Source: an optimization exercise on an open RTL-to-GDS flow (aim: small area). Production flows keep margins and buffers that such runs may drop.
Only simulation tests tie the RTL to the original design; equivalence was not proved.
Power is estimated from default activity; no workload was simulated.

==> flow/design.v <==
module multicycle_datapath (
    input  logic        CLK,
    input  logic        reset,
    output logic        mem_req,
    output logic        mem_we,
    output logic [31:0] mem_addr,
    output logic [31:0] mem_wdata,
    input  logic [31:0] mem_rdata,
    input  logic        mem_ready,
    output logic [31:0] pc,
    output logic        retire,
    output logic        illegal
);
    localparam logic [3:0] C_ADD = 4'd0, C_SUB = 4'd1, C_AND = 4'd2, C_OR = 4'd3,
                           C_SLT = 4'd4, C_ADDI = 4'd5, C_LW = 4'd6, C_SW = 4'd7,
                           C_BEQ = 4'd8, C_J = 4'd9, C_ILL = 4'd10;
    localparam logic [2:0] S_START = 3'd0, S_FETCH = 3'd1, S_ALIGN = 3'd2, S_P1 = 3'd3,
                           S_P2 = 3'd4, S_MEM = 3'd5, S_WB = 3'd6;
    logic [2:0]        st;
    logic [3:0]        ph;
    logic              clr;
    logic [31:1][31:0] rf;      
    logic [31:0]       pcr;     
    logic [31:0]       xr;      
    logic [31:0]       yr;      
    logic [4:0]        rsel, rtsel;
    logic              sgn;
    logic [3:0]        cls;
    logic              c_alu, c_pc, flag;
    logic [1:0]        prev;
    logic [3:0]        cnt;
    logic              ret_q, ill_q;
    logic [3:0] dcls;
    always_comb begin
        case (mem_rdata[31:26])
            6'h00: case (mem_rdata[5:0])
                6'h20:   dcls = C_ADD;
                6'h22:   dcls = C_SUB;
                6'h24:   dcls = C_AND;
                6'h25:   dcls = C_OR;
                6'h2A:   dcls = C_SLT;
                default: dcls = C_ILL;
            endcase
            6'h08:   dcls = C_ADDI;
            6'h23:   dcls = C_LW;
            6'h2B:   dcls = C_SW;
            6'h04:   dcls = C_BEQ;
            6'h02:   dcls = C_J;
            default: dcls = C_ILL;
        endcase
    end
    logic is_r, is_imm, is_mem;
    assign is_mem = (cls == C_LW) || (cls == C_SW);
    assign is_r   = (cls == C_ADD) || (cls == C_SUB) || (cls == C_AND) || (cls == C_OR) ||
                    (cls == C_SLT);
    assign is_imm = (cls == C_ADDI) || (cls == C_LW) || (cls == C_SW);
    logic [31:0][1:0] heads;
    always_comb begin
        heads[0] = 2'b00;
        for (int r = 1; r < 32; r++) heads[r] = rf[r][1:0];
    end
    logic [1:0] hA, hB, pch, ydig, immd, off2, alu_b_raw, alu_a, alu_b, bb, sum, res, pcinc;
    logic       sub, cin, c1, c2, pcc1, pcc2, pcin;
    assign hA   = heads[rsel];
    assign hB   = heads[rtsel];
    assign pch  = pcr[1:0];
    assign ydig = yr[2*ph +: 2];
    assign immd = ph[3] ? {sgn, sgn} : ydig;
    always_comb begin
        if (ph == 4'd0)         off2 = 2'b00;
        else if (cls == C_J)    off2 = (ph <= 4'd13) ? prev : pch;
        else                    off2 = (ph <= 4'd8)  ? prev : {sgn, sgn};
    end
    assign alu_a     = (st == S_P2) ? pch : hA;
    assign alu_b_raw = (st == S_P2) ? (flag ? off2 : 2'b00) : (is_imm ? immd : hB);
    assign sub       = (st != S_P2) && ((cls == C_SUB) || (cls == C_SLT));
    assign bb        = sub ? ~alu_b_raw : alu_b_raw;
    assign cin       = (ph == 4'd0) ? sub : c_alu;
    assign {c1, sum[0]} = alu_a[0] + bb[0] + cin;
    assign {c2, sum[1]} = alu_a[1] + bb[1] + c1;
    always_comb begin
        case (cls)
            C_AND:   res = alu_a & alu_b_raw;
            C_OR:    res = alu_a | alu_b_raw;
            default: res = sum;
        endcase
    end
    assign alu_b = alu_b_raw;
    assign pcin = (ph == 4'd0) ? 1'b0 : c_pc;
    assign {pcc1, pcinc[0]} = pch[0] + (ph == 4'd1) + pcin;
    assign {pcc2, pcinc[1]} = pch[1] + pcc1;
    logic       pcwe, xwe, ywe, rfwe;
    logic [1:0] pcwd, xwd, rfwd;
    logic [4:0] wsel;
    assign pcwe = clr || (st == S_P1) || ((st == S_P2) && ((cls == C_BEQ) || (cls == C_J)));
    always_comb begin
        if (clr)                 pcwd = 2'b00;
        else if (st == S_P1)     pcwd = pcinc;
        else if (cls == C_J)     pcwd = off2;
        else                     pcwd = sum;
    end
    assign xwe = (st == S_P1) || (st == S_WB) ||
                 ((st == S_P2) && ((cls == C_BEQ) || (cls == C_J)));
    always_comb begin
        if (st == S_WB)                              xwd = pch;
        else if ((st == S_P1) && is_mem)             xwd = sum;
        else if (st == S_P1)                         xwd = pcinc;
        else if (cls == C_J)                         xwd = off2;
        else                                         xwd = sum;
    end
    assign ywe = (st == S_P1) && (cls == C_SW);
    assign rfwe = ((st == S_P1) && ((cls == C_ADD) || (cls == C_SUB) || (cls == C_AND) ||
                                    (cls == C_OR) || (cls == C_ADDI))) ||
                  ((st == S_P2) && (cls == C_SLT)) ||
                  ((st == S_WB) && (cls == C_LW));
    assign wsel = is_r ? yr[15:11] : rtsel;
    always_comb begin
        if (clr)               rfwd = 2'b00;
        else if (st == S_WB)   rfwd = ydig;
        else if (st == S_P2)   rfwd = {1'b0, (ph == 4'd0) && flag};
        else                   rfwd = res;
    end
    always_ff @(posedge CLK) begin
        for (int r = 1; r < 32; r++) begin
            rf[r][29:0]  <= rf[r][31:2];
            rf[r][31:30] <= (clr || (rfwe && (wsel == 5'(r)))) ? rfwd : rf[r][1:0];
        end
        pcr[29:0]  <= pcr[31:2];
        pcr[31:30] <= pcwe ? pcwd : pcr[1:0];
    end
    logic fetch_done, load_done;
    assign fetch_done = (st == S_FETCH) && mem_ready;
    assign load_done  = (st == S_MEM) && mem_ready && (cls == C_LW);
    always_ff @(posedge CLK or negedge reset) begin
        if (!reset) begin
            xr <= '0;
        end else if (xwe) begin
            xr[2*ph +: 2] <= xwd;
        end
    end
    always_ff @(posedge CLK) begin
        if (fetch_done || load_done) yr <= mem_rdata;
        else if (ywe)                yr[2*ph +: 2] <= hB;
        if (fetch_done) begin
            rsel  <= mem_rdata[25:21];
            rtsel <= mem_rdata[20:16];
            sgn   <= mem_rdata[15];
            cls   <= dcls;
        end
        c_alu <= c2;
        c_pc  <= pcc2;
        prev  <= ydig;
        if (st == S_P1) begin
            if (cls == C_BEQ)
                flag <= ((ph == 4'd0) || flag) && (hA == hB);
            else if (ph == 4'd15)
                flag <= (alu_a[1] ^ alu_b[1]) ? alu_a[1] : sum[1];
        end
        if (st == S_WB) cnt <= cnt + 4'd1;
        else            cnt <= 4'd0;
    end
    always_ff @(posedge CLK or negedge reset) begin
        if (!reset) begin
            st    <= S_START;
            ph    <= 4'd0;
            clr   <= 1'b1;
            ret_q <= 1'b0;
            ill_q <= 1'b0;
        end else begin
            ph    <= ph + 4'd1;
            ret_q <= 1'b0;
            ill_q <= 1'b0;
            if (ph == 4'd15) clr <= 1'b0;
            case (st)
                S_START: st <= S_FETCH;
                S_FETCH: if (mem_ready) st <= (ph == 4'd15) ? S_P1 : S_ALIGN;
                S_ALIGN: if (ph == 4'd15) st <= S_P1;
                S_P1: if (ph == 4'd15) begin
                    case (cls)
                        C_SLT:       st <= S_P2;
                        C_BEQ, C_J:  begin st <= S_P2; ret_q <= 1'b1; end
                        C_LW, C_SW:  st <= S_MEM;
                        C_ILL:       begin st <= S_FETCH; ill_q <= 1'b1; end
                        default:     begin st <= S_FETCH; ret_q <= 1'b1; end
                    endcase
                end
                S_P2: if (ph == 4'd15) begin
                    st <= S_FETCH;
                    if (cls == C_SLT) ret_q <= 1'b1;
                end
                S_MEM: if (mem_ready) st <= S_WB;
                S_WB: if (cnt == 4'd15) begin
                    st    <= S_FETCH;
                    ret_q <= 1'b1;
                end
                default: st <= S_FETCH;
            endcase
        end
    end
    assign mem_req   = (st == S_FETCH) || (st == S_MEM);
    assign mem_we    = (st == S_MEM) && (cls == C_SW);
    assign mem_addr  = xr;
    assign mem_wdata = yr;
    assign pc        = xr;
    assign retire    = ret_q;
    assign illegal   = ill_q;
endmodule
clock: 10.0 ns
lec_check: 0
abc_area: 1
cap_margin: 20
core_margin: 2
core_utilization: 70
slew_margin: 20
standard.sh (not shown) runs the stock make flow with config.mk's settings and CLKGATE_MAP_FILE= SYNTH_SCRIPT=/design/flow/synth_recipe.tcl, a recipe that flattens the netlist after the stock synthesis.
==> flow/flow/run.sh <==
#!/bin/bash
set -euo pipefail
export BUFFER_PORTS_ARGS="-buffer_cell sky130_fd_sc_hd__buf_1"
export CTS_ARGS="-sink_clustering_enable -repair_clock_nets -dont_use_dummy_load -sink_clustering_size 16 -sink_clustering_max_diameter 50 -buf_list sky130_fd_sc_hd__clkbuf_8"
bash standard.sh > flow_standard.log 2>&1
Edit:
--- a/flow/design.v
+++ b/flow/design.v
@@ -134,13 +134,16 @@
     always_ff @(posedge CLK or negedge reset) begin
         if (!reset) begin
             xr <= '0;
-        end else if (xwe) begin
-            xr[2*ph +: 2] <= xwd;
+        end else begin
+            for (int k = 0; k < 16; k++)
+                if (xwe && (ph == 4'(k))) xr[2*k +: 2] <= xwd;
         end
     end
     always_ff @(posedge CLK) begin
         if (fetch_done || load_done) yr <= mem_rdata;
-        else if (ywe)                yr[2*ph +: 2] <= hB;
+        else
+            for (int k = 0; k < 16; k++)
+                if (ywe && (ph == 4'(k))) yr[2*k +: 2] <= hB;
         if (fetch_done) begin
             rsel  <= mem_rdata[25:21];
             rtsel <= mem_rdata[20:16];
Outcome:
- The new run completed with no timing, DRC or antenna violations
- final cell count decreases by 3.6%
- non-clock buffer count fell by 2
- count of clock-buffer cells in the layout goes down by 1
- routed wire length came out lower by 4.5%
- total power shrinks by 4.0%

port drivers added, routing unchanged:
In the flow no input, the clock included, has a driving cell. The finished layouts below were timed again as built, in two steps.
Step 1 (the two cells are an assumption about what drives the block):
set clk [get_ports {CLK}]
set_driving_cell -lib_cell sky130_fd_sc_hd__clkbuf_16 $clk
set_driving_cell -lib_cell sky130_fd_sc_hd__buf_2 [delete_from_list [all_inputs] $clk]
Step 2 adds t to the input delays and takes it off the output delays; t is the mean of the earliest and latest rising clock arrival at the registers after step 1. Input paths then give back, and output paths get back, about the clock's delay inside the block.
a / b / c = ideal ports / drivers / drivers and shift; a / b = the first two.
run | t, ns | setup slack, ns | clock arrival spread, ns | slew at the worst register clock pin (ns)
the first run | 0.694 | 4.812 / 4.812 / 4.812 | 0.105 / 0.105 | 0.11 / 0.11
the second run | 0.691 | 5.317 / 5.317 / 5.317 | 0.078 / 0.078 | 0.10 / 0.10
After both steps every run listed still meets setup and hold.
